Source: an optimization exercise on an open RTL-to-GDS flow (aim: small area, a short achievable clock period and few clock cycles per item). Production flows keep margins and buffers that such runs may drop. In this exercise RTL edits were held to simulation tests only and were not proved equivalent to the original. Power and IR drop assume default switching activity.

File: design/flow/run.sh
#!/bin/bash
# synth_recipe.tcl (not shown) runs the flow's synth.tcl, then flattens the netlist and writes it again
# the make line also repeats each setting of config.mk as NAME=value (left out here)
make -C /OpenROAD-flow-scripts/flow DESIGN_CONFIG=/design/flow/config.mk WORK_HOME=/design/flow/orfs CLKGATE_MAP_FILE= SYNTH_SCRIPT=/design/flow/synth_recipe.tcl finish
File: design/flow/constraint.sdc
create_clock -name core_clock -period 10.0 [get_ports {clk}]
set_input_delay 2.0000 -clock core_clock [delete_from_list [all_inputs] [get_ports {clk}]]
set_output_delay 2.0000 -clock core_clock [all_outputs]
set_load 0.01 [all_outputs]
File: design/flow/design.v
`default_nettype none
package zopc_pkg;
	localparam int PHASE_POINTS_DEF = 30;
	localparam int SMP_W = 18;
	localparam int SUM_W = 24;
	localparam int ANG_W = 16;
	localparam int XY_W = 27;
	localparam int Z_W = 18;
	localparam int ITERS = 15;
	localparam int IT_W = 4;
	localparam int PROD_W = XY_W + 17;
	localparam logic [15:0] INV_GAIN = 16'd39797;
	typedef struct packed {
		logic take;
		logic vec_load;
		logic step;
		logic rd;
		logic rot_load;
		logic mul;
		logic emit;
	} zopc_cmd_t;
	typedef struct packed {
		logic phase_ready;
		logic go_vec;
		logic sum_zero;
		logic iter_last;
		logic out_free;
		logic more;
	} zopc_stat_t;
endpackage
`default_nettype wire
`default_nettype none
module zero_order_phase_correct (
	input wire logic clk,
	input wire logic arst_n,
	input wire logic sample_valid,
	output logic sample_ready,
	input wire logic signed [17:0] sample_real,
	input wire logic signed [17:0] sample_imag,
	input wire logic last_sample,
	output logic result_valid,
	input wire logic result_ready,
	output logic signed [17:0] rotated_real,
	output logic signed [17:0] rotated_imag,
	output logic last_out
);
	localparam int N = 48;            
	localparam int CW = 6;            
	localparam int XW = 24;           
	localparam int VW = 26;           
	localparam int NS = 15;           
	localparam int PW = 20;           
	function automatic logic [15:0] atan_v(input logic [3:0] i);
		case (i)
			4'd0: atan_v = 16'd8192;
			4'd1: atan_v = 16'd4836;
			4'd2: atan_v = 16'd2555;
			4'd3: atan_v = 16'd1297;
			4'd4: atan_v = 16'd651;
			4'd5: atan_v = 16'd326;
			4'd6: atan_v = 16'd163;
			4'd7: atan_v = 16'd81;
			4'd8: atan_v = 16'd41;
			4'd9: atan_v = 16'd20;
			4'd10: atan_v = 16'd10;
			4'd11: atan_v = 16'd5;
			4'd12: atan_v = 16'd3;
			4'd13: atan_v = 16'd1;
			4'd14: atan_v = 16'd1;
			default: atan_v = 16'd0;
		endcase
	endfunction
	function automatic logic signed [23:0] sat_add(input logic signed [23:0] a,
			input logic signed [17:0] b);
		logic signed [24:0] s;
		s = {a[23], a} + {{7{b[17]}}, b};
		if (s[24] != s[23]) sat_add = s[24] ? 24'sh800000 : 24'sh7FFFFF;
		else sat_add = s[23:0];
	endfunction
	logic [36:0] rg [N];      
	logic        rgv [N];
	logic [36:0] wd;          
	logic        wv;
	logic        ready_q;     
	logic        ins;         
	logic        issue;       
	logic [CW-1:0] cnt;       
	logic [CW-1:0] ahead;     
	logic        ins_q;       
	assign ins = sample_valid & ready_q;
	assign sample_ready = ready_q;
	always_ff @(posedge clk) begin
		rg[0] <= wv ? wd : {last_sample, sample_imag, sample_real};
		for (int k = 1; k < N; k++) rg[k] <= rg[k-1];
		wd <= rg[N-1];
	end
	always_ff @(posedge clk or negedge arst_n) begin
		if (!arst_n) begin
			for (int k = 0; k < N; k++) rgv[k] <= 1'b0;
			wv <= 1'b0;
			cnt <= '0;
			ahead <= '0;
			ins_q <= 1'b0;
		end else begin
			rgv[0] <= wv | ins;
			for (int k = 1; k < N; k++) rgv[k] <= rgv[k-1];
			wv <= rgv[N-1] & ~issue;
			cnt <= cnt + CW'(ins) - CW'(issue);
			ins_q <= ins;
			if (rgv[N-1] & ~issue) begin
				if (ahead == '0) ahead <= cnt + CW'(ins) - CW'(1);
				else ahead <= ahead - CW'(1);
			end
		end
	end
	logic [4:0] hcnt;             
	logic signed [23:0] sum_re, sum_im;
	logic signed [23:0] s_re, s_im;
	logic in_head, hd;
	logic [4:0] hcnt_nx;
	assign in_head = (hcnt != 5'd30);
	assign hd = ins_q & in_head & ((hcnt == 5'd29) | rg[0][36]);
	assign s_re = sat_add((hcnt == 5'd0) ? 24'sd0 : sum_re, rg[0][17:0]);
	assign s_im = sat_add((hcnt == 5'd0) ? 24'sd0 : sum_im, rg[0][35:18]);
	assign hcnt_nx = !ins_q ? hcnt : rg[0][36] ? 5'd0 : in_head ? hcnt + 5'd1 : hcnt;
	always_ff @(posedge clk) begin
		if (ins_q & in_head) begin
			sum_re <= s_re;
			sum_im <= s_im;
		end
	end
	logic hd_q;
	logic [47:0] sq0;             
	logic sqv;
	logic vbusy, vder, vzero;
	logic [3:0] vit;
	logic signed [VW-1:0] vx, vy, vxs, vys;
	logic [15:0] vz, vat, vz_nx;
	logic vcw, vload, vdone;
	logic [47:0] vsrc;
	logic signed [23:0] l_re, l_im;
	logic [PW-1:0] pf0;           
	logic pfv;
	logic pf_pop;
	logic sq_push, sq_pop;
	logic [PW-1:0] der;
	assign sq_push = hd_q & (sqv | vbusy);
	assign sq_pop = vload & sqv;
	assign vload = ~vbusy & (sqv | hd_q);
	assign vsrc = sqv ? sq0 : {sum_im, sum_re};
	assign l_re = vsrc[23:0];
	assign l_im = vsrc[47:24];
	assign vcw = ~vy[VW-1] & (vy != '0);
	assign vxs = vx >>> vit;
	assign vys = vy >>> vit;
	assign vat = atan_v(vit);
	assign vz_nx = vcw ? vz - vat : vz + vat;    
	assign vdone = vbusy & vder & ~pfv;
	always_comb begin
		logic [15:0] n;
		logic signed [16:0] z0, z1, z2;
		logic fl, d0, d1;
		n = vzero ? 16'd0 : vz;      
		fl = (n[15] != n[14]) & (n != 16'h4000);
		z0 = fl ? {n[14], n[14], n[14:0]} : {n[15], n};
		d0 = ~z0[16];
		z1 = d0 ? z0 - 17'sd8192 : z0 + 17'sd8192;
		d1 = ~z1[16];
		z2 = d1 ? z1 - 17'sd4836 : z1 + 17'sd4836;
		der = {fl, d0, d1, z2};
	end
	always_ff @(posedge clk) begin
		if (vload) begin
			if (l_re[23]) begin
				vx <= -$signed({{(VW-24){l_re[23]}}, l_re});
				vy <= -$signed({{(VW-24){l_im[23]}}, l_im});
				vz <= 16'd32768;    
			end else begin
				vx <= {{(VW-24){l_re[23]}}, l_re};
				vy <= {{(VW-24){l_im[23]}}, l_im};
				vz <= 16'd0;
			end
			vzero <= (l_re == '0) & (l_im == '0);
		end else if (vbusy & ~vder) begin
			vx <= vx + (vys ^ {VW{~vcw}}) + {{(VW-1){1'b0}}, ~vcw};
			vy <= vy + (vxs ^ {VW{vcw}}) + {{(VW-1){1'b0}}, vcw};
			vz <= vz_nx;
		end
		if (sq_push) sq0 <= {sum_im, sum_re};
		if (vdone) pf0 <= der;
	end
	always_ff @(posedge clk or negedge arst_n) begin
		if (!arst_n) begin
			hcnt <= 5'd0;
			hd_q <= 1'b0;
			sqv <= 1'b0;
			vbusy <= 1'b0;
			vder <= 1'b0;
			vit <= 4'd0;
			pfv <= 1'b0;
		end else begin
			hcnt <= hcnt_nx;
			hd_q <= hd;
			if (sq_push) sqv <= 1'b1;
			else if (sq_pop) sqv <= 1'b0;
			if (vload) begin
				vbusy <= 1'b1;
				vder <= 1'b0;
				vit <= 4'd0;
			end else if (vdone) begin
				vbusy <= 1'b0;
				vder <= 1'b0;
			end else if (vbusy & ~vder) begin
				vit <= vit + 4'd1;
				if (vit == 4'd14) vder <= 1'b1;
			end
			if (vdone) pfv <= 1'b1;
			else if (pf_pop) pfv <= 1'b0;
		end
	end
	logic adv;                    
	logic prev_last;              
	logic wact;                   
	logic [3:0] wk;
	logic signed [16:0] zc;
	logic [NS-1:0] dir;
	logic flipreg;
	logic first_iss;
	logic issue_ok;
	logic [15:0] w_a;             
	assign first_iss = prev_last;
	assign issue_ok = ~first_iss | (pfv & ~wact);
	assign issue = rgv[N-1] & (ahead == '0) & adv & issue_ok;
	assign pf_pop = issue & first_iss;
	always_ff @(posedge clk) begin
		if (pf_pop) begin
			flipreg <= pf0[19];
			dir[0] <= pf0[18];
			dir[1] <= pf0[17];
			zc <= pf0[16:0];
			w_a <= atan_v(4'd2);
		end else if (adv & wact) begin
			for (int k = 2; k < NS; k++)
				if (wk == 4'(k)) dir[k] <= ~zc[16];
			zc <= zc[16] ? zc + $signed({1'b0, w_a}) : zc - $signed({1'b0, w_a});
			w_a <= atan_v(wk + 4'd1);
		end
	end
	always_ff @(posedge clk or negedge arst_n) begin
		if (!arst_n) begin
			prev_last <= 1'b1;
			wact <= 1'b0;
			wk <= 4'd0;
		end else begin
			if (issue) prev_last <= rg[N-1][36];
			if (pf_pop) begin
				wact <= 1'b1;
				wk <= 4'd2;
			end else if (adv & wact) begin
				wk <= wk + 4'd1;
				if (wk == 4'(NS - 1)) wact <= 1'b0;
			end
		end
	end
	logic signed [XW-1:0] px [1:NS];
	logic signed [XW-1:0] py [1:NS];
	logic pv [1:NS];
	logic pl [1:NS];
	logic f0, d0u;
	logic signed [19:0] o_re, o_im, s0x, s0y;
	logic ax, bx, ay, by;
	assign f0 = first_iss ? pf0[19] : flipreg;
	assign d0u = first_iss ? pf0[18] : dir[0];
	assign o_re = {{2{rg[N-1][17]}}, rg[N-1][17:0]};
	assign o_im = {{2{rg[N-1][35]}}, rg[N-1][35:18]};
	assign ax = f0;                  
	assign bx = f0 ^ d0u;
	assign ay = f0;
	assign by = f0 ^ ~d0u;
	assign s0x = (o_re ^ {20{ax}}) + (o_im ^ {20{bx}}) + {18'd0, ax & bx, ax ^ bx};
	assign s0y = (o_im ^ {20{ay}}) + (o_re ^ {20{by}}) + {18'd0, ay & by, ay ^ by};
	always_ff @(posedge clk) begin
		if (adv) begin
			px[1] <= {s0x, 4'b0000};
			py[1] <= {s0y, 4'b0000};
			pl[1] <= rg[N-1][36];
		end
	end
	for (genvar g = 1; g < NS; g++) begin : g_stage
		logic signed [XW-1:0] xs, ys, xn, yn;
		logic d;
		assign d = dir[g];
		assign xs = px[g] >>> g;
		assign ys = py[g] >>> g;
		assign xn = px[g] + (ys ^ {XW{d}}) + {{(XW-1){1'b0}}, d};
		assign yn = py[g] + (xs ^ {XW{~d}}) + {{(XW-1){1'b0}}, ~d};
		always_ff @(posedge clk) begin
			if (adv) begin
				px[g+1] <= xn;
				py[g+1] <= yn;
				pl[g+1] <= pl[g];
			end
		end
	end
	logic signed [39:0] ma_x, mb_x, ma_y, mb_y;
	logic mv, ml;
	logic signed [39:0] gx, gy;
	assign gx = {{16{px[NS][XW-1]}}, px[NS]};
	assign gy = {{16{py[NS][XW-1]}}, py[NS]};
	always_ff @(posedge clk) begin
		if (adv) begin
			ma_x <= (gx <<< 15) + (gx <<< 13) - (gx <<< 10) - (gx <<< 7);
			mb_x <= (gx <<< 2) + gx - (gx <<< 4) + 40'sd524288;
			ma_y <= (gy <<< 15) + (gy <<< 13) - (gy <<< 10) - (gy <<< 7);
			mb_y <= (gy <<< 2) + gy - (gy <<< 4) + 40'sd524288;
			ml <= pl[NS];
		end
	end
	always_ff @(posedge clk or negedge arst_n) begin
		if (!arst_n) begin
			for (int k = 1; k <= NS; k++) pv[k] <= 1'b0;
			mv <= 1'b0;
		end else if (adv) begin
			pv[1] <= issue;
			for (int k = 1; k < NS; k++) pv[k+1] <= pv[k];
			mv <= pv[NS];
		end
	end
	function automatic logic [17:0] clip20(input logic signed [39:0] p);
		logic [19:0] r;
		r = p[39:20];
		if (r[19:17] == 3'b000 || r[19:17] == 3'b111) clip20 = r[17:0];
		else clip20 = r[19] ? 18'h20000 : 18'h1FFFF;
	endfunction
	logic [36:0] ob;
	logic rv_q;
	assign adv = ~rv_q | result_ready;
	always_ff @(posedge clk) begin
		if (adv) ob <= {ml, clip20(ma_y + mb_y), clip20(ma_x + mb_x)};
	end
	always_ff @(posedge clk or negedge arst_n) begin
		if (!arst_n) rv_q <= 1'b0;
		else if (adv) rv_q <= mv;
	end
	assign result_valid = rv_q;
	assign rotated_real = ob[17:0];
	assign rotated_imag = ob[35:18];
	assign last_out = ob[36];
	logic liwl;                   
	logic [3:0] sf;               
	logic first_next, first_now;
	logic [3:0] sf_nx;
	logic [2:0] occ_nx;
	logic hd_pin, next_head;
	logic [4:0] hcnt_pin;
	logic ready_d;
	assign first_now = liwl;
	assign first_next = ins ? last_sample : liwl;
	assign sf_nx = (ins & first_now) ? 4'd1 : (sf == 4'd15) ? 4'd15 : sf + 4'd1;
	assign hd_pin = ins & (hcnt_nx != 5'd30) & (last_sample | (hcnt_nx == 5'd29));
	assign hcnt_pin = !ins ? hcnt_nx : last_sample ? 5'd0 : (hcnt_nx != 5'd30) ? hcnt_nx + 5'd1 : hcnt_nx;
	assign next_head = (hcnt_pin != 5'd30);
	assign occ_nx = {2'b00, vbusy & ~vdone} + {2'b00, sqv} + 3'(hd_q) + 3'(hd) + 3'(hd_pin) + 3'(next_head);
	assign ready_d = ~(rgv[N-1] & ~issue) & (ahead == '0)
		& (occ_nx <= 3'd2)
		& ~(first_next & (sf_nx < 4'(NS - 1)));
	always_ff @(posedge clk or negedge arst_n) begin
		if (!arst_n) begin
			liwl <= 1'b1;
			sf <= 4'd15;
			ready_q <= 1'b0;
		end else begin
			if (ins) liwl <= last_sample;
			sf <= sf_nx;
			ready_q <= ready_d;
		end
	end
endmodule
`default_nettype wire
File: design/flow/config.mk
export PLATFORM = sky130hd
export DESIGN_NAME = zero_order_phase_correct
export DESIGN_NICKNAME = zero_order_phase_correct
export VERILOG_FILES = /design/flow/design.v
export SDC_FILE = /design/flow/constraint.sdc
export NUM_CORES = 4
export LEC_CHECK = 0
export CAP_MARGIN = 20
export CORE_MARGIN = 2
export CORE_UTILIZATION = 40
export CTS_BUF_LIST = sky130_fd_sc_hd__clkbuf_8
export CTS_CLUSTER_DIAMETER = 50
export CTS_CLUSTER_SIZE = 16
export SETUP_SLACK_MARGIN = 5
export SLEW_MARGIN = 20
==> results of run 1 <==
logic make-up after synthesis:
family / count (synthesis) / synth area share, %
AND/OR/NAND/NOR: 2309 / 8.37
multiplexers: 182 / 1.66
buffers and inverters: 676 / 1.96
flip-flops: 3018 / 54.1
adder cells (fa/ha/maj): 1282 / 13.0
XOR/XNOR: 1441 / 9.51
AO/OA/AOI/OAI: 2376 / 11.4
stage by stage:
step           utilization (%)  worst slack [ns]  hold WS [ns]
4_1_cts                   44.1              5.00         0.300
3_5_place_dp              42.0              3.29         0.312
3_3_place_gp              42.0              3.48         0.310
5_1_grt                   44.2              4.91         0.301
2_1_floorplan                -              5.01         0.310
6_report                  44.2              5.12         0.297
where the power goes:
group / internal (mW) / switching [mW] / total (mW) / leakage (nW)
sequential: 14.4 / 0.712 / 15.1 / 28.0
combinational: 5.18 / 6.86 / 12.0 / 29.7
clock: 3.54 / 4.52 / 8.06 / 3.29
total: 23.1 / 12.1 / 35.2 / 61.0
cell usage in the layout (no fill, tap or decap), drive strengths merged, types with 99 or more instances in the layout:
cell    netlist  final
nand3       205    205
ha         1113   1113
clkbuf      107    325
edfxtp     1086   1086
fa          163    163
dfrtp        99     99
o21ai       519    519
nand2b      131    131
xnor2       904    904
nand2       581    581
nor2b       159    159
dfxtp      1827   1827
o21a        106    106
nor3        216    216
a21o        264    264
nor2        611    613
xor2        537    537
inv         486    592
a21oi       724    724
worst max path at each step:
stage                       startpoint          to  slack, ns  cells past startpoint
after global routing             vy[5]      vy[22]       4.91                     19
after floorplan           result_ready    ma_x[10]       5.01                      5
after detailed placement  result_ready      zc[14]       3.29                     10
final                            vy[5]      vy[22]       5.12                     19
after CTS                 result_ready  py[15][15]       5.00                      7
after global placement    result_ready      zc[15]       3.48                     10
cell usage after synthesis (20+ instances only):
master	count
clkbuf_1	107
nand4_1	41
o211ai_1	49
a21o_1	264
mux2i_1	87
and2_1	60
nand2_1	581
a211oi_1	83
or3_1	61
o21a_1	106
nor4_1	21
o22ai_1	34
xnor2_1	903
a21oi_1	723
buf_2	21
mux2_2	71
o21ai_1	45
a31o_2	34
ha_1	1113
o21bai_1	89
xor2_1	537
and3_1	95
o21ai_0	474
a21boi_0	34
a211o_1	25
nor2b_1	159
dfrtp_1	99
nor3b_1	20
inv_1	483
nand3_1	204
or2_2	38
buf_1	56
edfxtp_1	1086
a31oi_1	94
dfxtp_1	1827
nor3_1	216
nor2_1	610
fa_1	163
nand2b_1	131
a41oi_1	22
mux4_2	23
o31ai_1	56
metal layers:
metal	wire, um	vias up
li1	-	40800
met1	125000	39200
met2	135000	1443
met3	10200	492
met4	12000	4
met5	30	-
what timing repair did:
action	CTS	global route
pin swaps	5	11
gates cloned	3	7
hold buffers	0	0
setup endpoints to repair	200	437
gates resized for setup	49	66
buffers inserted	17	19
state kept, by name, indices dropped and copies added (netlist names), 14 cells and up:
signal  cells
ma_x       33
pl         15
ob         37
py        352
vy         26
pf0        20
wd         37
pv         15
zc         17
vx         26
sq0        48
ma_y       33
sum_re     24
dir        15
rgv        48
mb_y       23
rg       1776
mb_x       23
vz         16
w_a        14
sum_im     24
px        351
area by class of cell:
class | count | area share [%]
inverter | 486 | 1.26
tap | 4366 | 3.74
timing repair buffer | 176 | 1.26
multi-input combinational | 7592 | 40.2
sequential | 3018 | 49.2
clock buffer | 321 | 3.02
timing repair inverter | 1 | 0.00343
clock inverter | 185 | 1.31
antenna | 4 | 0.00685
worst register-to-register path, delay by kind of cell (launching register included):
family / cells / cell delay [ns]
AOI/OAI and AO/OA: 12 / 2.40
DFF: 1 / 0.51
and+or+nand+nor: 3 / 0.70
xor gates and xnor gates: 1 / 0.16
buffers and inverters: 2 / 0.46
adders and majority gates: 1 / 0.41
==> results.txt, run 1 <==
- Status: timing/DRC/antenna clean
- Die Footprint: 0.337 mm^2
- Placement-stage cell area: 0.139 mm^2
- Pre-antenna DRT Iters: 6
- Fillcell total: 30.2k
- Proportion of layout cells with a drive suffix above 1: 7.26%
- CP endpoint kind: flop
- Wire length per cell: 17.5 um
- Fin area: around 0.15 mm^2
- Largest cells by area after synthesis: dfxtp_1 (28%), edfxtp_1 (25%), ha_1 (10%)
- CP max FO: 21
- Initial antenna violation count: 12
- PD cells: 241 mW/mm^2
- P_leak: 61.0 nW
- Residual DRC: 0
- Die width: 580 um
- Final hold violation count: 0
- Clock Latency Late Sink: 1.05 ns
- Rows: approximately 210
- Vias in the first global route: 82.3k
- Final wirelength: 282 mm
- Max-slew violations: 0
- Clock Tree Buf Depth: 4
- Grt ovf: 0
- Yosys synthesis warning count: 7
- First-pass GRT wire length: 444 mm
- Root Buffer: clkbuf_8
- Design Power: between 30 and 40 mW
- Final Cycle Share: 48.8%
- Post-synth top area cell: dfxtp_1
- Async S/R FF share, synth: under 10%
- Post-synth top area share: 27.5%
- Clk_skew: 0.103 ns
- Gr usage total: between 15 and 20%
- RSZ-0062 raised after global routing: true
- GRT busiest layer: met2
- Initial DRC count: 4383
- CTS tree: yes
- Maximum vdd drop: 0.000319 V
- Number of port buffers: 79
- Syn Area/Cell: 11.8 um^2
- Critical R2R Launch: vy[5]
- Worst Tran Pin Value: 1.06 ns
- Non-Filler Instances: between 15k and 20k
- Max Clk Rate: 0.205 GHz
- CTS Sinks: 3018
- Area grow syn2layout: 10.0%
- Hold path cells: 0
- Top FF cell, synth: dfxtp_1
- R2R Path End: vy[22]
- Storage element area: 0.0718 mm^2
- Hold wc startpoint: rg[24][36]
- Startpoint types: flop
- CP peak stage delay: 0.51 ns
- Setup_tns: 0 ns
- Mapped Nets: 12.6k
- CTS Buf Count: 313
- Worst Hold Path EP: rg[25][36]
- # H-tree levels: 5
- Max transition margin: between 20 and 30%
- Post-synth EDFFs: 1086
- # setup viols final: 0
- DRT antenna net count: 0
- Met2 Track Usage GR: 28.1%
- Number of distinct library cells after synthesis: 107
- Initial core utilization: 40.2%
- Synth Cell Area: 0.133 mm^2
- Cells after Synth: 11.3k
- Crit path time final: 4.88 ns
- Placed insts: approximately 16k
- Detail Placement HPWL: 208 mm
- Type of the most critical hold path: reg2reg
- CP cell instances: nor4_1 > nand4_1 > o21a_4 > buf_4 > o211ai_2 > nand2_1 > fa_1 > a21o_1 > a21oi_1 > o21ba_2 > o21ai_1 > a211oi_2 > o21ai_2 > a2111oi_2 > buf_4 > o21bai_1 > a21oi_1 > xor2_1 > o21ai_0
- Largest net degree at the start of global routing: 179
- CP bufs+invs: 2
- Placer Congestion: 0.873
- Worst-case reg-to-reg path depth: 19
- Footprint of the multi-input gates: 0.0588 mm^2
- Nets: around 13k
- Crit path DAT: 5.67 ns
- CP max-delay cell: edfxtp_1
- I/O Pins: 80
- Clk slew on worst S/H paths: 0.09 ns
- FF-to-FF setup slack: 5.12 ns
- Die height: 580 um
- CORE AREA: 0.330 mm^2
- Via count: 82.0k
- #FFs+latches synth: 3018
- Grt met3 use: approximately 2.1%
- Met1 Track Usage GR: 20.4%
- Worst Path Required: roughly 11 ns
- Crit path kind: reg2reg
- Seq/Total Area, Yosys: 54.1%
- CP top delay family: compound AO/OA/AOI/OAI gates
- Avg Vias per Cell: 5.08
- Maxcap violations: 0
Testbench counts, summed over its fixed seeds: cycles 13,108, items 12,447.
==> inputs of run 2 (changes only) <==
--- a/design/flow/design.v
+++ b/design/flow/design.v
@@ -133,7 +133,7 @@
 	logic [47:0] sq0;             
 	logic sqv;
 	logic vbusy, vder, vzero;
-	logic [3:0] vit;
+	logic [NS-1:0] vsel;          
 	logic signed [VW-1:0] vx, vy, vxs, vys;
 	logic [15:0] vz, vat, vz_nx;
 	logic vcw, vload, vdone;
@@ -151,9 +151,19 @@
 	assign l_re = vsrc[23:0];
 	assign l_im = vsrc[47:24];
 	assign vcw = ~vy[VW-1] & (vy != '0);
-	assign vxs = vx >>> vit;
-	assign vys = vy >>> vit;
-	assign vat = atan_v(vit);
+	always_comb begin
+		logic signed [VW-1:0] tx, ty;
+		vxs = '0;
+		vys = '0;
+		vat = '0;
+		for (int k = 0; k < NS; k++) begin
+			tx = vx >>> k;
+			ty = vy >>> k;
+			vxs = vxs | (tx & {VW{vsel[k]}});
+			vys = vys | (ty & {VW{vsel[k]}});
+			vat = vat | (atan_v(4'(k)) & {16{vsel[k]}});
+		end
+	end
 	assign vz_nx = vcw ? vz - vat : vz + vat;    
 	assign vdone = vbusy & vder & ~pfv;
 	always_comb begin
@@ -196,7 +206,7 @@
 			sqv <= 1'b0;
 			vbusy <= 1'b0;
 			vder <= 1'b0;
-			vit <= 4'd0;
+			vsel <= '0;
 			pfv <= 1'b0;
 		end else begin
 			hcnt <= hcnt_nx;
@@ -206,13 +216,13 @@
 			if (vload) begin
 				vbusy <= 1'b1;
 				vder <= 1'b0;
-				vit <= 4'd0;
+				vsel <= {{(NS-1){1'b0}}, 1'b1};
 			end else if (vdone) begin
 				vbusy <= 1'b0;
 				vder <= 1'b0;
 			end else if (vbusy & ~vder) begin
-				vit <= vit + 4'd1;
-				if (vit == 4'd14) vder <= 1'b1;
+				vsel <= {vsel[NS-2:0], 1'b0};
+				if (vsel[NS-1]) vder <= 1'b1;
 			end
 			if (vdone) pfv <= 1'b1;
 			else if (pf_pop) pfv <= 1'b0;
==> design/flow/flow/run.sh (new file) <==
#!/bin/bash
set -uo pipefail
bash standard.sh SETUP_SLACK_MARGIN=6 finish > standard_flow.log 2>&1
==> design/flow/standard.sh (new file) <==
#!/bin/bash
# synth_recipe.tcl (not shown) runs the flow's synth.tcl, then flattens the netlist and writes it again
# the make line also repeats each setting of config.mk as NAME=value (left out here)
make -C /OpenROAD-flow-scripts/flow DESIGN_CONFIG=/design/flow/config.mk WORK_HOME=/design/flow/orfs CLKGATE_MAP_FILE= SYNTH_SCRIPT=/design/flow/synth_recipe.tcl "${@:-finish}"
--- a/design/flow/config.mk
+++ b/design/flow/config.mk
@@ -11,5 +11,4 @@
 export CTS_BUF_LIST = sky130_fd_sc_hd__clkbuf_8
 export CTS_CLUSTER_DIAMETER = 50
 export CTS_CLUSTER_SIZE = 16
-export SETUP_SLACK_MARGIN = 5
 export SLEW_MARGIN = 20
removed: design/flow/run.sh
==> run 2 against run 1 <==
Effect of this change: sequential cell count grew 11; global-route usage increased by 1.5 points; critical path depth decreased by 2; largest power group is now combinational logic; cell area grew 8.6%; critical path type unchanged; still clean on timing, DRC and antenna; sequential power about the same; combinational power rose by 65%; non-clock buffer count rose by 751; synthesized area is 0.28% higher; setup slack improved by 0.18 ns.
==> results.txt, run 2 <==
- Status: timing/DRC/antenna clean
- Synth Cell Area: 0.133 mm^2 (+0.28%)
- # setup viols final: 0 (unchanged)
- Final wirelength: 315 mm (+12%)
- Top FF cell, synth: dfxtp_1
- Die height: 581 um (+0.14%)
- CP bufs+invs: 1 (-1)
- Maxcap violations: 0 (unchanged)
- Max reg flops: 1776 (unchanged)
- CP top delay family: compound AO/OA/AOI/OAI gates
- Cells after Synth: 11.4k (+0.71%)
- Largest reg by FF count: rg
- CP Depth: 17 (-2)
- Gr usage total: 17.8% (+1.5 points)
- Worst setup margin: 5.31 ns (+0.182 ns)
- Pre-CTS setup slack: 4.05 ns (+0.764 ns)
- Proportion of layout cells with a drive suffix above 1: 18.3% (+11 points)
- Syn Area/Cell: 11.7 um^2 (-0.42%)
- Vias in the first global route: 89.2k (+8.5%)
- Placer Congestion: 0.870 (-0.28%)
- # H-tree levels: 5 (unchanged)
- Top Registers: rg x1776, py x352, px x351
- CP peak stage delay: 0.62 ns (+0.11 ns)
- Worst Path Required: 10.80 ns (about the same)
- Initial DRC count: 5760 (+31%)
- Clock Latency Late Sink: 1.10 ns (+0.05 ns)
- Die width: 581 um (+0.14%)
- Largest net degree at the start of global routing: 180 (+0.56%)
- Clock Tree Buf Depth: 4 (unchanged)
- Rows: 211 (unchanged)
- Setup_tns: 0 ns (unchanged)
- Max transition margin: 31.0% (+2.2 points)
- Mapped Nets: 12.7k (+0.58%)
- Crit path kind: reg2reg
- CTS Sinks: 3029 (+0.36%)
- Fin util: 48.0% (+3.7 points)
- Max Clk Rate: 0.213 GHz (+3.9%)
- Top-count cell post-synth: dfxtp_1
- CTS Hold Bufs: 0 (unchanged)
- Worst-case reg-to-reg path depth: 17 (-2)
- Detail Placement HPWL: 207 mm (-0.30%)
- Area grow syn2layout: 19.1%
- I/O Pins: 80 (unchanged)
- Startpoint types: flop
- Number of distinct library cells after synthesis: 100 (-6.5%)
- Clk slew on worst S/H paths: 0.09 ns (about the same)
- Initial core utilization: 40.3% (+0.050 points)
- PD cells: 273 mW/mm^2 (+13%)
- Post-synth top area share: 27.5% (-0.078 points)
- Most frequent cells in the layout: dfxtp_1 (1825), edfxtp_1 (1086), ha_1 (1039)
- Die Footprint: 0.338 mm^2 (+0.28%)
- Clk_skew: 0.100 ns (-0.00283 ns)
- First-pass GRT wire length: 484 mm (+9.0%)
- Commonest non-fill, non-tap cell in the layout: dfxtp_1
- CTS tree: yes
- Seq/Total Area, Yosys: 54.1% (about the same)
- Maximum vdd drop: 0.000315 V (-1.0%)
- DRT antenna net count: 0 (unchanged)
- P_leak: 66.1 nW (+8.4%)
- Yosys synthesis warning count: 7 (unchanged)
- Crit path DAT: 5.49 ns (-0.18 ns)
- Post-synth top cells: dfxtp_1 (1827), ha_1 (1106), edfxtp_1 (1086)
- CORE AREA: 0.331 mm^2 (+0.16%)
- Initial antenna violation count: 18 (+6)
- Number of port buffers: 79 (unchanged)
- CP cell instances: inv_2 > fa_1 > fa_1 > ha_4 > a21o_1 > a21o_1 > a21oi_2 > o21ai_1 > a31o_2 > o21a_1 > o31a_1 > o41ai_4 > o21ai_2 > or4_4 > a31o_1 > a21oi_2 > xnor2_1
- Max-slew violations: 0 (unchanged)
- Post-synth top area cell: dfxtp_1
- Via count: 88.2k (+7.5%)
- Grt ovf: 0 (unchanged)
- Wire length per cell: 18.6 um (+6.4%)
- Avg Vias per Cell: 5.21 (+2.5%)
- Type of the most critical hold path: reg2reg
- Residual DRC: 0 (unchanged)
- Async S/R FF share, synth: 3.83% (+0.35 points)
- CTS Buf Count: 320 (+2.2%)
- Post-synth EDFFs: 1086 (unchanged)
- RSZ-0062 raised after global routing: true
- FF-to-FF setup slack: 5.31 ns (+0.18 ns)
- Root Buffer: clkbuf_8
- Largest cells by area after synthesis: dfxtp_1 (27%), edfxtp_1 (24%), ha_1 (10%)
- CP max-delay cell: fa_1
- CP max FO: 2 (-90%)
- Crit path time final: 4.69 ns (-0.182 ns)
- Pre-antenna DRT Iters: 13 (+7)
- Nets: 13.7k (+5.9%)
- Hold path cells: 0 (unchanged)
- Final hold violation count: 0 (unchanged)
- CP endpoint kind: flop
- Final Cycle Share: 46.9% (-1.8 points)
- Worst Tran Pin Value: 1.03 ns (-0.0249 ns)
- Fillcell total: 29.1k (-3.8%)
- #FFs+latches synth: 3029 (+0.36%)
[run 2: worst paths after layout]
| check | start | endpoint |
|---|---|---|
| max in group asynchronous | arst_n | wv |
| max reg2reg | px[15][9] | ma_x[38] |
| max | px[15][9] | ma_x[38] |
| min reg2reg | rg[44][36] | rg[45][36] |
| min | rg[44][36] | rg[45][36] |
| min in group asynchronous | arst_n | rgv[0] |
[run 2: layout make-up]
type,count,area (um^2),area share (%)
antenna,10,25.0,0.0158
clock buffer,330,4540,2.86
clock inverter,199,2110,1.33
inverter,507,1950,1.23
multi-input combinational,7568,63500,40.0
sequential,3029,72100,45.4
tap,4366,5460,3.44
timing repair buffer,927,8950,5.64
[run 2: kinds of logic after synthesis]
group | share of synthesized area, %
simple gates | 8.56
flops | 54.1
mux | 0.818
compound gates | 12.0
buf+inv | 2.19
xor+xnor | 9.44
fa+ha+maj | 12.9
[run 2: per-layer routing]
metal,vias up,wire length [um],global-route usage [%]
li1,42600,-,-
met1,42400,127000,21.1
met2,2264,155000,30.9
met3,834,15900,2.82
met4,4,17200,9.18
met5,-,28,0
[run 2: through the flow]
stage | hold WS [ns] | cell area [um^2] | std cells | total power, mW
2_1_floorplan | 0.310 | 133000 | 11400 | 25.7
3_3_place_gp | 0.310 | 139000 | 15600 | 28.5
3_5_place_dp | 0.312 | 139000 | 15600 | 28.8
4_1_cts | 0.290 | 154000 | 16600 | 40.6
5_1_grt | 0.303 | 159000 | 16900 | 45.8
6_report | 0.294 | 159000 | 16900 | 43.4
[run 2: timing repair]
item,4_1_cts,5_1_grt
pin swaps,375,516
gates resized for setup,727,550
setup endpoints to repair,708,547
gates cloned,26,21
buffers inserted,484,262
[run 2: where the power goes]
group	switching (mW)	leakage [nW]	internal (mW)	total (mW)
Combinational	10.4	34.5	9.34	19.8
Clock	4.68	3.45	3.61	8.29
Sequential	0.752	28.1	14.5	15.3
Total	15.9	66.1	27.5	43.4
[run 2: worst reg2reg max path: stages, from the launching register on]
cell and delay (ns):
edfxtp_1 0.44, inv_2 0.10, fa_1 0.45, fa_1 0.62, ha_4 0.22, a21o_1 0.15
a21o_1 0.18, a21oi_2 0.13, o21ai_1 0.07, a31o_2 0.26, o21a_1 0.18, o31a_1 0.34
o41ai_4 0.33, o21ai_2 0.12, or4_4 0.44, a31o_1 0.20, a21oi_2 0.12, xnor2_1 0.07
Testbench counts of run 2, summed over its fixed seeds: cycles 13,108, items 12,447.
==> inputs of run 3 (changes only) <==
--- a/design/flow/design.v
+++ b/design/flow/design.v
@@ -358,22 +358,19 @@
 	assign last_out = ob[36];
 	logic liwl;                   
 	logic [3:0] sf;               
-	logic first_next, first_now;
-	logic [3:0] sf_nx;
-	logic [2:0] occ_nx;
-	logic hd_pin, next_head;
-	logic [4:0] hcnt_pin;
-	logic ready_d;
-	assign first_now = liwl;
-	assign first_next = ins ? last_sample : liwl;
-	assign sf_nx = (ins & first_now) ? 4'd1 : (sf == 4'd15) ? 4'd15 : sf + 4'd1;
-	assign hd_pin = ins & (hcnt_nx != 5'd30) & (last_sample | (hcnt_nx == 5'd29));
-	assign hcnt_pin = !ins ? hcnt_nx : last_sample ? 5'd0 : (hcnt_nx != 5'd30) ? hcnt_nx + 5'd1 : hcnt_nx;
-	assign next_head = (hcnt_pin != 5'd30);
-	assign occ_nx = {2'b00, vbusy & ~vdone} + {2'b00, sqv} + 3'(hd_q) + 3'(hd) + 3'(hd_pin) + 3'(next_head);
+	logic [3:0] sf_i, sf_l, sf_nx;
+	logic [2:0] obs;
+	logic ih, ok_n, ok_l, ok_c, ready_d;
+	assign sf_i = (sf == 4'd15) ? 4'd15 : sf + 4'd1;
+	assign sf_l = liwl ? 4'd1 : sf_i;
+	assign obs = {2'b00, vbusy & ~vdone} + {2'b00, sqv} + {2'b00, hd_q} + {2'b00, hd};
+	assign ih = (hcnt_nx != 5'd30);    
+	assign ok_n = (obs + {2'b00, ih} <= 3'd2) & ~(liwl & (sf_i < 4'(NS - 1)));
+	assign ok_l = (obs + {2'b00, ih} + 3'd1 <= 3'd2) & ~(sf_l < 4'(NS - 1));
+	assign ok_c = (obs + {2'b00, ih} <= 3'd2);
+	assign sf_nx = (ins & liwl) ? 4'd1 : sf_i;
 	assign ready_d = ~(rgv[N-1] & ~issue) & (ahead == '0)
-		& (occ_nx <= 3'd2)
-		& ~(first_next & (sf_nx < 4'(NS - 1)));
+		& (ins ? (last_sample ? ok_l : ok_c) : ok_n);
 	always_ff @(posedge clk or negedge arst_n) begin
 		if (!arst_n) begin
 			liwl <= 1'b1;
==> design/flow/run.sh (new file) <==
#!/bin/bash
# synth_recipe.tcl (not shown) runs the flow's synth.tcl, then flattens the netlist and writes it again
# the make line also repeats each setting of config.mk as NAME=value (left out here)
make -C /OpenROAD-flow-scripts/flow DESIGN_CONFIG=/design/flow/config.mk WORK_HOME=/design/flow/orfs CLKGATE_MAP_FILE= SYNTH_SCRIPT=/design/flow/synth_recipe.tcl finish
--- a/design/flow/config.mk
+++ b/design/flow/config.mk
@@ -7,8 +7,9 @@
 export LEC_CHECK = 0
 export CAP_MARGIN = 20
 export CORE_MARGIN = 2
-export CORE_UTILIZATION = 40
+export CORE_UTILIZATION = 55
 export CTS_BUF_LIST = sky130_fd_sc_hd__clkbuf_8
 export CTS_CLUSTER_DIAMETER = 50
 export CTS_CLUSTER_SIZE = 16
+export SETUP_SLACK_MARGIN = 5
 export SLEW_MARGIN = 20
removed: design/flow/flow/run.sh
removed: design/flow/standard.sh
==> run 3 against run 2 <==
Effect of this change: synthesized area grew 0.41%; clock-buffer cell count up 2; sequential cell count stayed put; via count shrank 4.4%; routed wire length down 9.7%; non-clock buffer count decreased by 691; register-to-register slack got worse by 0.098 ns.
==> results.txt, run 3 <==
- Initial core utilization: 55.1% (+15 points)
- Top FF cell, synth: dfxtp_1
- Crit path kind: reg2reg
- # setup viols final: 0 (unchanged)
- Clock Latency Late Sink: 1.11 ns (about the same)
- Max transition margin: 30.4% (-0.63 points)
- Die Footprint: 0.247 mm^2 (-27%)
- Commonest non-fill, non-tap cell in the layout: dfxtp_1
- Number of port buffers: 79 (unchanged)
- Largest reg by FF count: rg
- Vias in the first global route: 83.9k (-6.0%)
- Most frequent cells in the layout: dfxtp_1 (1827), ha_1 (1104), edfxtp_1 (1086)
- Die height: 497 um (-14%)
- Design Power: 37.6 mW (-13%)
- Max Clk Rate: 0.209 GHz (-2.0%)
- RSZ-0062 raised after global routing: true
- Clk_skew: 0.111 ns (+0.0106 ns)
- Wire length per cell: 18.7 um (+0.78%)
- Post-synth EDFFs: 1086 (unchanged)
- Number of distinct library cells after synthesis: 105 (+5.0%)
- Final Cycle Share: 47.9% (+0.98 points)
- Status: timing/DRC/antenna clean
- Grt ovf: 0 (unchanged)
- Synth Cell Area: 0.134 mm^2 (+0.41%)
- CORE AREA: 0.243 mm^2 (-27%)
- Die width: 497 um (-14%)
- Seq/Total Area, Yosys: 53.9% (-0.22 points)
- PD cells: 258 mW/mm^2 (-5.8%)
- Setup_tns: 0 ns (unchanged)
- Via count: 84.3k (-4.4%)
- CP endpoint kind: flop
- Yosys synthesis warning count: 7 (unchanged)
- #FFs+latches synth: 3029 (unchanged)
- Area grow syn2layout: 9.09%
- Post-synth top area cell: dfxtp_1
- Maxcap violations: 0 (unchanged)
- Top-count cell post-synth: dfxtp_1
- Pre-antenna DRT Iters: 9 (-4)
- Cells after Synth: 11.5k (+1.2%)
- Type of the most critical hold path: reg2reg
- Residual DRC: 0 (unchanged)
- Syn Area/Cell: 11.6 um^2 (-0.76%)
- Worst Tran Pin Value: 1.04 ns (+0.00950 ns)
- I/O Pins: 80 (unchanged)
- Clock Tree Buf Depth: 4 (unchanged)
- Crit path time final: 4.79 ns (+0.0979 ns)
- Clk slew on worst S/H paths: 0.10 ns (about the same)
- Startpoint types: flop
- Detail Placement HPWL: 205 mm (-1.1%)
- Maximum vdd drop: 0.000306 V (-3.0%)
- # H-tree levels: 5 (unchanged)
- P_leak: 61.0 nW (-7.7%)
- Initial DRC count: 5851 (+1.6%)
- Mapped Nets: 12.8k (+1.1%)
- CTS Sinks: 3029 (unchanged)
- Final hold violation count: 0 (unchanged)
- Post-synth top cells: dfxtp_1 (1827), ha_1 (1106), edfxtp_1 (1086)
- Top Registers: rg x1776, py x352, px x351
- Proportion of layout cells with a drive suffix above 1: 7.28% (-11 points)
- Async S/R FF share, synth: 3.83% (unchanged)
- Nets: 13.1k (-4.2%)
- CP max FO: 4 (+2)
- CTS Buf Count: 323 (+0.94%)
- First-pass GRT wire length: 454 mm (-6.3%)
- CTS tree: yes
- Worst Path Required: 10.87 ns (+0.07 ns)
- Largest cells by area after synthesis: dfxtp_1 (27%), edfxtp_1 (24%), ha_1 (10%)
- Placer Congestion: 0.888 (+2.1%)
- Rows: 181 (-14%)
- DRT antenna net count: 0 (unchanged)
- Max-slew violations: 0 (unchanged)
- Crit path DAT: 5.67 ns (+0.18 ns)
- Max reg flops: 1776 (unchanged)
- Gr usage total: 22.7% (+5.0 points)
- Post-synth top area share: 27.4% (-0.11 points)
- Avg Vias per Cell: 5.56 (+6.7%)
- Final wirelength: 284 mm (-9.7%)
- Initial antenna violation count: 4 (-14)
- Largest net degree at the start of global routing: 149 (-17%)
- Root Buffer: clkbuf_8
## run 3: cell types whose count changed in the layout (fill, tap and decap cells not counted), sizes merged, moves of 20 or more
cell	previous run	this run
inv	609	567
clkdlybuf4s50	39	78
nor2	667	687
a211oi	63	89
buf	820	153
dlygate4sd2	38	0
a21o	257	185
o21ai	435	473
clkinv	70	45
nand2	462	514
nor2b	159	184
## run 3: logic make-up (layout without fill, tap and decap cells)
family	Yosys count	in the layout	synth area share, %
DFF	3029	3029	53.9
and+or+nand+nor	2497	2497	9.05
AOI/OAI and AO/OA	2422	2422	11.9
xor gates and xnor gates	1427	1427	9.35
adders and majority gates	1272	1272	12.8
buffers and inverters	747	1221	2.11
muxes	104	104	0.842
other	0	2	0
## run 3: path summary, 6_finish.rpt
path | start | to | slack, ns | depth (start not counted)
setup reg to reg | vzero | pf0[15] | 5.21 | 25
hold reg to reg | rg[44][24] | rg[45][24] | 0.26 | 0
max in group asynchronous | arst_n | vsel[2] | 7.60 | 2
setup / recovery | vzero | pf0[15] | 5.21 | 25
hold / removal | rg[44][24] | rg[45][24] | 0.26 | 0
min in group asynchronous | arst_n | hcnt[2] | 1.00 | 1
## run 3: worst max-delay path, stage by stage (launching register included)
cell      delay [ns]
edfxtp_1        0.42
buf_4           0.13
buf_4           0.09
buf_4           0.10
nor2b_1         0.05
nor4_1          0.18
or4b_4          0.51
nor2_4          0.15
nor2_1          0.06
a31oi_2         0.17
inv_1           0.07
fa_2            0.37
inv_4           0.08
ha_1            0.22
and3b_1         0.19
o21a_1          0.18
o21a_1          0.20
o21ai_2         0.16
a21boi_1        0.11
o21ai_1         0.15
nand2b_1        0.10
a21o_1          0.19
a21oi_2         0.17
o21ai_2         0.11
a21o_1          0.18
a311oi_1        0.27
## run 3: area by class of cell
cell class                 count  area [um^2]
fill                       19700        96700
sequential                  3029        72100
multi-input combinational   7722        59300
clock buffer                 332         4570
tap                         3202         4010
timing repair buffer         236         2180
clock inverter               182         1940
inverter                     471         1790
antenna                        2         5.00
## run 3: repair_timing
item	in CTS	in global routing
gates resized for setup	50	73
pin swaps	4	30
setup endpoints to repair	233	232
hold buffers	0	0
buffers inserted	30	55
gates cloned	3	2
## run 3: layer usage
metal | vias to the layer above | wire length (um) | GRT usage (%)
met5 | - | 13 | 0
met4 | 2 | 11200 | 9.11
met3 | 549 | 12500 | 3.37
met2 | 1839 | 133000 | 37.6
met1 | 40200 | 127000 | 30.1
li1 | 41700 | - | -
## run 3: power by group
part           total (mW)  internal [mW]  leakage, nW  switching, mW
sequential           15.4           14.5         28.1          0.855
clock                8.24           3.78         3.40           4.46
combinational        14.0           6.04         29.4           7.92
total                37.6           24.3         61.0           13.2
## run 3: per-stage QoR
step / std cells / hold WS (ns) / utilization (%) / setup WS [ns] / cell area [um^2]
2_1_floorplan: 11500 / 0.310 / - / 5.02 / 134000
3_3_place_gp: 14600 / 0.309 / 56.9 / 3.47 / 138000
3_5_place_dp: 14600 / 0.312 / 56.9 / 3.37 / 138000
4_1_cts: 15100 / 0.261 / 59.8 / 5.00 / 145000
5_1_grt: 15200 / 0.264 / 60.1 / 4.98 / 146000
6_report: 15200 / 0.264 / 60.1 / 5.21 / 146000
Testbench counts of run 3, summed over its fixed seeds: cycles 13,108, items 12,447.
==> inputs of run 4 (changes only) <==
--- a/design/flow/config.mk
+++ b/design/flow/config.mk
@@ -7,7 +7,7 @@
 export LEC_CHECK = 0
 export CAP_MARGIN = 20
 export CORE_MARGIN = 2
-export CORE_UTILIZATION = 55
+export CORE_UTILIZATION = 65
 export CTS_BUF_LIST = sky130_fd_sc_hd__clkbuf_8
 export CTS_CLUSTER_DIAMETER = 50
 export CTS_CLUSTER_SIZE = 16
==> run 4 against run 3 <==
Effect of this change: utilization up 11 points; clock power down 7.2%; highest routed layer unchanged; critical endpoint is now py[1][23]; cell area down 0.90%.
==> results.txt, run 4 <==
- Status: timing/DRC/antenna clean
- Initial antenna violation count: 16 (+12)
- Crit path kind: reg2reg
- Clock Tree Buf Depth: 4 (unchanged)
- Wire length per cell: 19.6 um (+4.4%)
- Synth Cell Area: 0.134 mm^2 (unchanged)
- Proportion of layout cells with a drive suffix above 1: 6.90% (-0.39 points)
- Crit path time final: 4.91 ns (+0.118 ns)
- Rows: 166 (-8.3%)
- Type of the most critical hold path: reg2reg
- GRT busiest layer: met2
- Worst-case reg-to-reg path depth: 23 (-8.0%)
- Max Clk Rate: 0.204 GHz (-2.4%)
- Worst Tran Pin Value: 1.03 ns (-0.0171 ns)
- DRT antenna net count: 0 (unchanged)
- CP max-delay cell: dfstp_2
- Area grow syn2layout: 8.11%
- First-pass GRT wire length: 455 mm (+0.32%)
- Post-synth EDFFs: 1086 (unchanged)
- Async S/R FF share, synth: 3.83% (unchanged)
- Seq/Total Area, Yosys: 53.9% (unchanged)
- CTS Buf Count: 302 (-6.5%)
- Number of distinct library cells after synthesis: 105 (unchanged)
- #FFs+latches synth: 3029 (unchanged)
- Yosys synthesis warning count: 7 (unchanged)
- Detail Placement HPWL: 205 mm (-0.12%)
- Crit path DAT: 5.74 ns (+0.07 ns)
- Nets: 13.1k (-0.17%)
- CTS Hold Bufs: 0 (unchanged)
- R2R Path End: py[1][23]
- Initial core utilization: 65.4% (+10 points)
- Top Registers: rg x1776, py x352, px x351
- Top-count cell post-synth: dfxtp_1
- CTS tree: yes
- Cells after Synth: 11.5k (unchanged)
- Largest net degree at the start of global routing: 168 (+13%)
- RSZ-0062 raised after global routing: true
- Fillcell total: 14.6k (-26%)
- Grt ovf: 0 (unchanged)
- I/O Pins: 80 (unchanged)
- CP cell instances: mux2i_4 > buf_12 > inv_4 > ha_4 > buf_6 > xor2_1 > ha_1 > a21o_1 > ha_2 > inv_2 > fa_2 > nor2b_1 > o21ai_1 > a21boi_1 > o21ai_1 > a21boi_1 > o21ai_1 > a21boi_1 > o21a_1 > o21ai_2 > a211oi_2 > o31ai_2 > a32o_1
- Mapped Nets: 12.8k (unchanged)
- Final Cycle Share: 49.1% (+1.2 points)
- Commonest non-fill, non-tap cell in the layout: dfxtp_1
- Max reg flops: 1776 (unchanged)
- Syn Area/Cell: 11.6 um^2 (unchanged)
- Post-synth top area cell: dfxtp_1
- P_leak: 60.7 nW (-0.48%)
- CTS Sinks: 3029 (unchanged)
- Fin util: 70.7% (+11 points)
- Clk_skew: 0.0990 ns (-0.0118 ns)
- Die width: 458 um (-7.9%)
- Maxcap violations: 0 (unchanged)
- Met2 Track Usage GR: 46.1% (+8.5 points)
- Avg Vias per Cell: 5.85 (+5.4%)
- Residual DRC: 0 (unchanged)
- Largest cells by area after synthesis: dfxtp_1 (27%), edfxtp_1 (24%), ha_1 (10%)
- CP endpoint kind: flop
- Number of port buffers: 79 (unchanged)
- Vias in the first global route: 86.0k (+2.5%)
- Clock Latency Late Sink: 1.09 ns (-0.02 ns)
- Max-slew violations: 0 (unchanged)
- Max transition margin: 31.0% (+0.65 points)
- Critical R2R Launch: prev_last
- Root Buffer: clkbuf_8
- Final hold violation count: 0 (unchanged)
- Clk slew on worst S/H paths: 0.10 ns (about the same)
- Worst Path Required: 10.83 ns (-0.04 ns)
- Gr usage total: 27.1% (+4.4 points)
- Met1 Track Usage GR: 33.2% (+3.2 points)
- Post-synth top area share: 27.4% (unchanged)
- Placer Congestion: 0.918 (+3.3%)
- Startpoint types: flop
- Die Footprint: 0.209 mm^2 (-15%)
- Largest reg by FF count: rg
- Maximum vdd drop: 0.000527 V (+72%)
- CP bufs+invs: 4 (-1)
- Worst Hold Path EP: rg[38][3]
- PD cells: 256 mW/mm^2 (-0.69%)
- Hold wc startpoint: rg[37][3]
- Setup_tns: 0 ns (unchanged)
- CP top delay family: compound AO/OA/AOI/OAI gates
- Top FF cell, synth: dfxtp_1
- Via count: 85.6k (+1.6%)
- CP peak stage delay: 0.66 ns (+0.15 ns)
- Hold path cells: 0 (unchanged)
- Final wirelength: 286 mm (+0.58%)
- FF-to-FF setup slack: 5.09 ns (-0.12 ns)
- Post-synth top cells: dfxtp_1 (1827), ha_1 (1106), edfxtp_1 (1086)
- Pre-antenna DRT Iters: 10 (+1)
- Die height: 458 um (-7.9%)
- # H-tree levels: 5 (unchanged)
- # setup viols final: 0 (unchanged)
- CORE AREA: 0.205 mm^2 (-16%)
- CP max FO: 5 (+1)
- Most frequent cells in the layout: dfxtp_1 (1827), ha_1 (1104), edfxtp_1 (1086)
- Initial DRC count: 6671 (+14%)
- Grt met3 use: 4.17% (+0.80 points)
==> run 4: cell counts after synthesis <==
Identical to the previous run, type by type.
==> run 4: layout make-up <==
type	count	area, um^2	area share, %
clock buffers	312	4290	2.97
clock inverters	161	1550	1.07
repair buffers	235	2160	1.49
flip-flops and latches	3029	72100	49.9
well taps	2688	3360	2.33
multi-input cells	7722	59300	41.0
inverters	471	1780	1.23
diodes	6	15.0	0.0104
==> run 4: timing repair <==
action                     4_1_cts  5_1_grt
gates resized for setup         46       82
setup buffers                   35       54
gates cloned                     3        1
setup endpoints to repair       91      151
pin swaps                        6       38
==> run 4: cells by family after synthesis <==
family                   count (synthesis)  synth area share [%]
AO/OA/AOI/OAI                         2422                  11.9
XOR/XNOR                              1427                  9.35
adder cells (fa/ha/maj)               1272                  12.8
buffers and inverters                  747                  2.11
flip-flops                            3029                  53.9
multiplexers                           104                 0.842
AND/OR/NAND/NOR                       2497                  9.05
==> run 4: worst register-to-register path, cell delays in order (launching register included) <==
cell and delay [ns]:
dfstp_2 0.66, mux2i_4 0.32, buf_12 0.14, inv_4 0.03, ha_4 0.23, buf_6 0.12, xor2_1 0.16, ha_1 0.33
a21o_1 0.12, ha_2 0.18, inv_2 0.04, fa_2 0.39, nor2b_1 0.12, o21ai_1 0.10, a21boi_1 0.19, o21ai_1 0.12
a21boi_1 0.20, o21ai_1 0.11, a21boi_1 0.20, o21a_1 0.20, o21ai_2 0.11, a211oi_2 0.29, o31ai_2 0.13, a32o_1 0.21
==> run 4: worst max path at each step <==
stage / from / endpoint / slack, ns / cells after the start
after CTS: result_ready / zc[2] / 5.00 / 11
after global placement: prev_last / px[1][21] / 3.52 / 21
after detailed placement: prev_last / px[1][21] / 3.43 / 21
after global routing: prev_last / py[1][23] / 4.91 / 21
final: prev_last / py[1][23] / 5.09 / 23
after floorplan: prev_last / py[1][23] / 5.02 / 24
==> run 4: per-layer routing <==
layer | wire length (um) | vias up
met5 | 52 | -
met4 | 16400 | 8
met2 | 138000 | 2387
met3 | 14100 | 785
li1 | - | 41600
met1 | 117000 | 40800
==> run 4: stage by stage <==
stage	instances	instance area [um^2]	total power [mW]	hold WS, ns	setup WS, ns
2_1_floorplan	11500	134000	25.5	0.310	5.02
3_3_place_gp	14100	137000	28.0	0.310	3.52
3_5_place_dp	14100	137000	28.5	0.312	3.43
4_1_cts	14600	144000	36.5	0.262	5.00
5_1_grt	14600	145000	39.2	0.285	4.91
6_report	14600	145000	37.0	0.267	5.09
==> run 4: report_power, final <==
group	total (mW)	switching, mW	internal, mW
registers	15.4	0.880	14.5
logic	13.9	7.88	6.05
clock network	7.65	4.26	3.39
==> inputs of run 5 (changes only) <==
--- a/design/flow/design.v
+++ b/design/flow/design.v
@@ -44,12 +44,12 @@
 	output logic signed [17:0] rotated_imag,
 	output logic last_out
 );
-	localparam int N = 48;            
+	localparam int N = 47;            
 	localparam int CW = 6;            
 	localparam int XW = 24;           
 	localparam int VW = 26;           
 	localparam int NS = 15;           
-	localparam int PW = 20;           
+	localparam int PW = 17;           
 	function automatic logic [15:0] atan_v(input logic [3:0] i);
 		case (i)
 			4'd0: atan_v = 16'd8192;
@@ -132,7 +132,7 @@
 	logic hd_q;
 	logic [47:0] sq0;             
 	logic sqv;
-	logic vbusy, vder, vzero;
+	logic vbusy, vzero, vhold;
 	logic [NS-1:0] vsel;          
 	logic signed [VW-1:0] vx, vy, vxs, vys;
 	logic [15:0] vz, vat, vz_nx;
@@ -165,19 +165,12 @@
 		end
 	end
 	assign vz_nx = vcw ? vz - vat : vz + vat;    
-	assign vdone = vbusy & vder & ~pfv;
+	assign vhold = vsel[NS-1] & pfv;      
+	assign vdone = vbusy & vsel[NS-1] & ~pfv;
 	always_comb begin
 		logic [15:0] n;
-		logic signed [16:0] z0, z1, z2;
-		logic fl, d0, d1;
-		n = vzero ? 16'd0 : vz;      
-		fl = (n[15] != n[14]) & (n != 16'h4000);
-		z0 = fl ? {n[14], n[14], n[14:0]} : {n[15], n};
-		d0 = ~z0[16];
-		z1 = d0 ? z0 - 17'sd8192 : z0 + 17'sd8192;
-		d1 = ~z1[16];
-		z2 = d1 ? z1 - 17'sd4836 : z1 + 17'sd4836;
-		der = {fl, d0, d1, z2};
+		n = vzero ? 16'd0 : vz_nx;   
+		der = {(n[15] != n[14]) & (n != 16'h4000), n};
 	end
 	always_ff @(posedge clk) begin
 		if (vload) begin
@@ -191,7 +184,7 @@
 				vz <= 16'd0;
 			end
 			vzero <= (l_re == '0) & (l_im == '0);
-		end else if (vbusy & ~vder) begin
+		end else if (vbusy & ~vhold) begin
 			vx <= vx + (vys ^ {VW{~vcw}}) + {{(VW-1){1'b0}}, ~vcw};
 			vy <= vy + (vxs ^ {VW{vcw}}) + {{(VW-1){1'b0}}, vcw};
 			vz <= vz_nx;
@@ -205,7 +198,6 @@
 			hd_q <= 1'b0;
 			sqv <= 1'b0;
 			vbusy <= 1'b0;
-			vder <= 1'b0;
 			vsel <= '0;
 			pfv <= 1'b0;
 		end else begin
@@ -215,14 +207,11 @@
 			else if (sq_pop) sqv <= 1'b0;
 			if (vload) begin
 				vbusy <= 1'b1;
-				vder <= 1'b0;
 				vsel <= {{(NS-1){1'b0}}, 1'b1};
 			end else if (vdone) begin
 				vbusy <= 1'b0;
-				vder <= 1'b0;
-			end else if (vbusy & ~vder) begin
+			end else if (vbusy & ~vhold) begin
 				vsel <= {vsel[NS-2:0], 1'b0};
-				if (vsel[NS-1]) vder <= 1'b1;
 			end
 			if (vdone) pfv <= 1'b1;
 			else if (pf_pop) pfv <= 1'b0;
@@ -238,16 +227,26 @@
 	logic first_iss;
 	logic issue_ok;
 	logic [15:0] w_a;             
+	logic p_fl, p_d0, p_d1;
+	logic signed [16:0] p_z0, p_z1, p_z2;
+	always_comb begin
+		p_fl = pf0[16];
+		p_z0 = p_fl ? {pf0[14], pf0[14], pf0[14:0]} : {pf0[15], pf0[15:0]};
+		p_d0 = ~p_z0[16];
+		p_z1 = p_d0 ? p_z0 - 17'sd8192 : p_z0 + 17'sd8192;
+		p_d1 = ~p_z1[16];
+		p_z2 = p_d1 ? p_z1 - 17'sd4836 : p_z1 + 17'sd4836;
+	end
 	assign first_iss = prev_last;
 	assign issue_ok = ~first_iss | (pfv & ~wact);
 	assign issue = rgv[N-1] & (ahead == '0) & adv & issue_ok;
 	assign pf_pop = issue & first_iss;
 	always_ff @(posedge clk) begin
 		if (pf_pop) begin
-			flipreg <= pf0[19];
-			dir[0] <= pf0[18];
-			dir[1] <= pf0[17];
-			zc <= pf0[16:0];
+			flipreg <= p_fl;
+			dir[0] <= p_d0;
+			dir[1] <= p_d1;
+			zc <= p_z2;
 			w_a <= atan_v(4'd2);
 		end else if (adv & wact) begin
 			for (int k = 2; k < NS; k++)
@@ -279,8 +278,8 @@
 	logic f0, d0u;
 	logic signed [19:0] o_re, o_im, s0x, s0y;
 	logic ax, bx, ay, by;
-	assign f0 = first_iss ? pf0[19] : flipreg;
-	assign d0u = first_iss ? pf0[18] : dir[0];
+	assign f0 = first_iss ? p_fl : flipreg;
+	assign d0u = first_iss ? p_d0 : dir[0];
 	assign o_re = {{2{rg[N-1][17]}}, rg[N-1][17:0]};
 	assign o_im = {{2{rg[N-1][35]}}, rg[N-1][35:18]};
 	assign ax = f0;                  
--- a/design/flow/config.mk
+++ b/design/flow/config.mk
@@ -7,7 +7,7 @@
 export LEC_CHECK = 0
 export CAP_MARGIN = 20
 export CORE_MARGIN = 2
-export CORE_UTILIZATION = 65
+export CORE_UTILIZATION = 40
 export CTS_BUF_LIST = sky130_fd_sc_hd__clkbuf_8
 export CTS_CLUSTER_DIAMETER = 50
 export CTS_CLUSTER_SIZE = 16
==> run 5 against run 4 <==
Effect of this change: still clean on timing, DRC and antenna; synthesized area down 0.87%; cell area up 1.5%; combinational power up 25%; non-clock buffer count up 16; largest cell class unchanged.
==> results.txt, run 5 <==
- Status: timing/DRC/antenna clean
- Largest reg by FF count: rg
- CTS Sinks: 2987 (-1.4%)
- Pre-antenna DRT Iters: 11 (+1)
- Clock Tree Buf Depth: 4 (unchanged)
- Largest cells by area after synthesis: dfxtp_1 (27%), edfxtp_1 (25%), ha_1 (10%)
- Max transition margin: 25.4% (-5.6 points)
- DRT antenna net count: 0 (unchanged)
- Detail Placement HPWL: 211 mm (+3.0%)
- Area grow syn2layout: 10.7%
- CP max FO: 5 (unchanged)
- Maximum vdd drop: 0.000310 V (-41%)
- Mapped Nets: 12.6k (-1.3%)
- Placer Congestion: 0.886 (-3.5%)
- P_leak: 61.0 nW (+0.48%)
- Crit path time final: 5.37 ns (+0.456 ns)
- Clk slew on worst S/H paths: 0.10 ns (about the same)
- Crit path kind: reg2reg
- Max Clk Rate: 0.186 GHz (-8.5%)
- Grt ovf: 0 (unchanged)
- Setup crit start: vy[2]
- Hold wc startpoint: rg[43][36]
- CTS tree: yes
- RSZ-0062 raised after global routing: true
- PD cells: 281 mW/mm^2 (+9.9%)
- # H-tree levels: 5 (unchanged)
- CTS Buf Count: 324 (+7.3%)
- Number of port buffers: 79 (unchanged)
- Root Buffer: clkbuf_8
- Async S/R FF share, synth: 3.82% (-0.013 points)
- Sequential power share: 37.7% (-3.9 points)
- Final wirelength: 292 mm (+2.0%)
- Initial DRC count: 5823 (-13%)
- Post-synth top area share: 27.0% (-0.32 points)
- Top Registers: rg x1739, py x352, px x351
- Startpoint types: flop
- Via count: 84.0k (-1.9%)
- Final hold violation count: 0 (unchanged)
- #FFs+latches synth: 2987 (-1.4%)
- Maxcap violations: 0 (unchanged)
- Proportion of layout cells with a drive suffix above 1: 7.90% (+1.0 points)
- Critical R2R Launch: vy[2]
- Largest net degree at the start of global routing: 167 (-0.60%)
- Type of the most critical hold path: reg2reg
- Residual DRC: 0 (unchanged)
- Placement-stage cell area: 0.138 mm^2 (+0.79%)
- Setup_tns: 0 ns (unchanged)
- Die height: 580 um (+27%)
- Yosys synthesis warning count: 7 (unchanged)
- Post-synth top area cell: dfxtp_1
- Worst Tran Pin Value: 1.11 ns (+0.0833 ns)
- # setup viols final: 0 (unchanged)
- Placed insts: 15.6k (+11%)
- Switching Fraction: 37.5% (+2.2 points)
- Pre-CTS setup slack: 3.68 ns (+0.245 ns)
- Fin area: 0.147 mm^2 (+1.5%)
- Vias in the first global route: 85.5k (-0.59%)
- Switch Pwr: 15.5 mW (+19%)
- Most frequent cells in the layout: dfxtp_1 (1790), ha_1 (1104), edfxtp_1 (1083)
- Clock power share: 20.2% (-0.5 points)
- Top-count cell post-synth: dfxtp_1
- Die width: 580 um (+27%)
- CORE AREA: 0.330 mm^2 (+61%)
- Comb pwr share: 42.1% (+4.4 points)
- Post-synth EDFFs: 1083 (-0.28%)
- Wire length per cell: 18.0 um (-8.0%)
- Cells after Synth: 11.3k (-1.5%)
- Non-Filler Instances: 16.2k (+11%)
- Top FF cell, synth: dfxtp_1
- Worst setup margin: 4.63 ns (-0.456 ns)
- Avg Vias per Cell: 5.18 (-11%)
- Rows: 211 (+27%)
- I/O Pins: 80 (unchanged)
- Crit path DAT: 6.13 ns (+0.39 ns)
- Number of distinct library cells after synthesis: 100 (-4.8%)
- Synth Cell Area: 0.133 mm^2 (-0.87%)
- P_int: 25.8 mW (+7.7%)
- Post-synth top cells: dfxtp_1 (1790), ha_1 (1108), edfxtp_1 (1083)
- Commonest non-fill, non-tap cell in the layout: dfxtp_1
- Initial antenna violation count: 11 (-5)
- Die Footprint: 0.336 mm^2 (+60%)
- Seq/Total Area, Yosys: 53.7% (-0.19 points)
- Initial core utilization: 40.2% (-25 points)
- Worst Path Required: 10.76 ns (-0.07 ns)
- Nets: 12.9k (-1.0%)
- Clk_skew: 0.106 ns (+0.00745 ns)
- Syn Area/Cell: 11.7 um^2 (+0.62%)
- Max-slew violations: 0 (unchanged)
- Max reg flops: 1739 (-2.1%)
- Clock Latency Late Sink: 1.08 ns (about the same)
- CTS Hold Bufs: 0 (unchanged)
- CP endpoint kind: flop
- Final Cycle Share: 53.7% (+4.6 points)
- Gr usage total: 17.0% (-10 points)
- First-pass GRT wire length: 463 mm (+1.6%)
-- run 5: cells by family (layout without fill, tap and decap cells) --
family	count (synthesis)	in the layout	synth area share, %
DFF	2987	2987	53.7
AOI/OAI and AO/OA	2435	2435	12.1
and+or+nand+nor	2353	2353	8.62
xor gates and xnor gates	1449	1449	9.57
muxes	116	116	0.954
other	0	4	0
buffers and inverters	708	1216	2.03
adders and majority gates	1279	1279	13.0
-- run 5: metrics by stage --
stage | total power [mW] | hold WS, ns | util, %
3_3_place_gp | 31.2 | 0.310 | 42.0
4_1_cts | 40.9 | 0.281 | 44.3
5_1_grt | 43.9 | 0.276 | 44.5
3_5_place_dp | 31.5 | 0.312 | 42.0
2_1_floorplan | 27.5 | 0.310 | -
6_report | 41.2 | 0.274 | 44.5
-- run 5: power by group through the flow --
stage / logic [mW] / clock network [mW] / registers (mW)
after global routing: 19.1 / 9.15 / 15.7
after global placement: 15.3 / 0 / 16.0
after floorplan: 12.1 / 0 / 15.3
after detailed placement: 15.5 / 0 / 16.0
after CTS: 16.6 / 8.70 / 15.6
final: 17.4 / 8.33 / 15.6
-- run 5: path summary, 6_finish.rpt --
check | end | slack (ns) | cells past startpoint
worst max-delay path | pf0[16] | 4.63 | 26
worst min-delay path | rg[44][36] | 0.27 | 0
worst max register to register | pf0[16] | 4.63 | 26
worst min register to register | rg[44][36] | 0.27 | 0
max in group asynchronous | sqv | 7.59 | 2
min in group asynchronous | rv_q | 1.06 | 1
-- run 5: what timing repair did --
item                                    4_1_cts  5_1_grt
buffers inserted                             66       28
gates resized for setup                      64       90
endpoints found under the setup margin       84       76
pin swaps                                    35       53
gates cloned                                  3        3
-- run 5: layout make-up --
class | count | area, um^2
antenna | 4 | 10.0
clock buffer | 335 | 4610
clock inverter | 199 | 2120
fill | 30300 | 183000
inverter | 431 | 1620
multi-input combinational | 7632 | 59400
sequential | 2987 | 71200
tap | 4366 | 5460
timing repair buffer | 251 | 2400
-- run 5: routing by layer --
layer / track usage (%) / vias up / share of wire [%]
met4: 6.59 / 4 / 3.8
li1: - / 41200 / -
met2: 29.6 / 1872 / 48
met1: 21.2 / 40300 / 43
met3: 2.30 / 631 / 4.4
met5: 0 / - / 0.0093
-- run 5: critical path, cell delays in order, from the launching register on --
cell and delay [ns]:
edfxtp_1 0.51, nor4_2 0.35, nand4_1 0.13, buf_4 0.18
nor2_4 0.16, nor2_2 0.10, nor2_2 0.15, xor2_1 0.22
ha_1 0.28, a21o_1 0.20, a21oi_2 0.16, o21ai_1 0.10
a21oi_2 0.15, o21bai_1 0.12, nand4_1 0.15, nand2_2 0.10
o41ai_4 0.30, o21bai_1 0.11, a21oi_1 0.19, xor2_1 0.11
nor2_1 0.15, ha_2 0.19, nor4b_4 0.19, nand3_1 0.10
or4_4 0.43, nor4_4 0.15, a21oi_1 0.11
Testbench counts of run 5, summed over its fixed seeds: cycles 13,096, items 12,447.

==> separate check: timing with driven ports <==
In the flow no input, the clock included, has a driving cell. The finished layouts below were timed again as built, in two steps.
Step 1 (the two cells are an assumption about what drives the block):
set clk [get_ports {clk}]
set_driving_cell -lib_cell sky130_fd_sc_hd__clkbuf_16 $clk
set_driving_cell -lib_cell sky130_fd_sc_hd__buf_2 [delete_from_list [all_inputs] $clk]
Step 2, shift: input delay + t, output delay - t, t = (earliest + latest rising clock arrival at the registers) / 2. This alone moves slack from input paths to output paths.
Three values: ideal ports, drivers, drivers and shift; two values: the first two.
run | shift t [ns] | setup slack, ns | clock arrival spread, ns | slew at the worst register clock pin (ns)
run 1 | 1.118 | 5.123 / 5.123 / 4.210 | 0.135 / 0.135 | 0.10 / 0.10
run 2 | 1.175 | 5.305 / 5.305 / 4.730 | 0.141 / 0.141 | 0.10 / 0.10
run 3 | 1.155 | 5.207 / 5.207 / 4.324 | 0.143 / 0.143 | 0.10 / 0.10
run 4 | 1.136 | 5.089 / 5.089 / 4.305 | 0.111 / 0.111 | 0.10 / 0.10
run 5 | 1.119 | 4.633 / 4.633 / 4.475 | 0.140 / 0.140 | 0.10 / 0.10
After both steps every run listed still meets setup and hold. For run 1, which loses most, drivers alone change the setup slack by 0.000 ns; drivers and shift together by -0.913 ns.
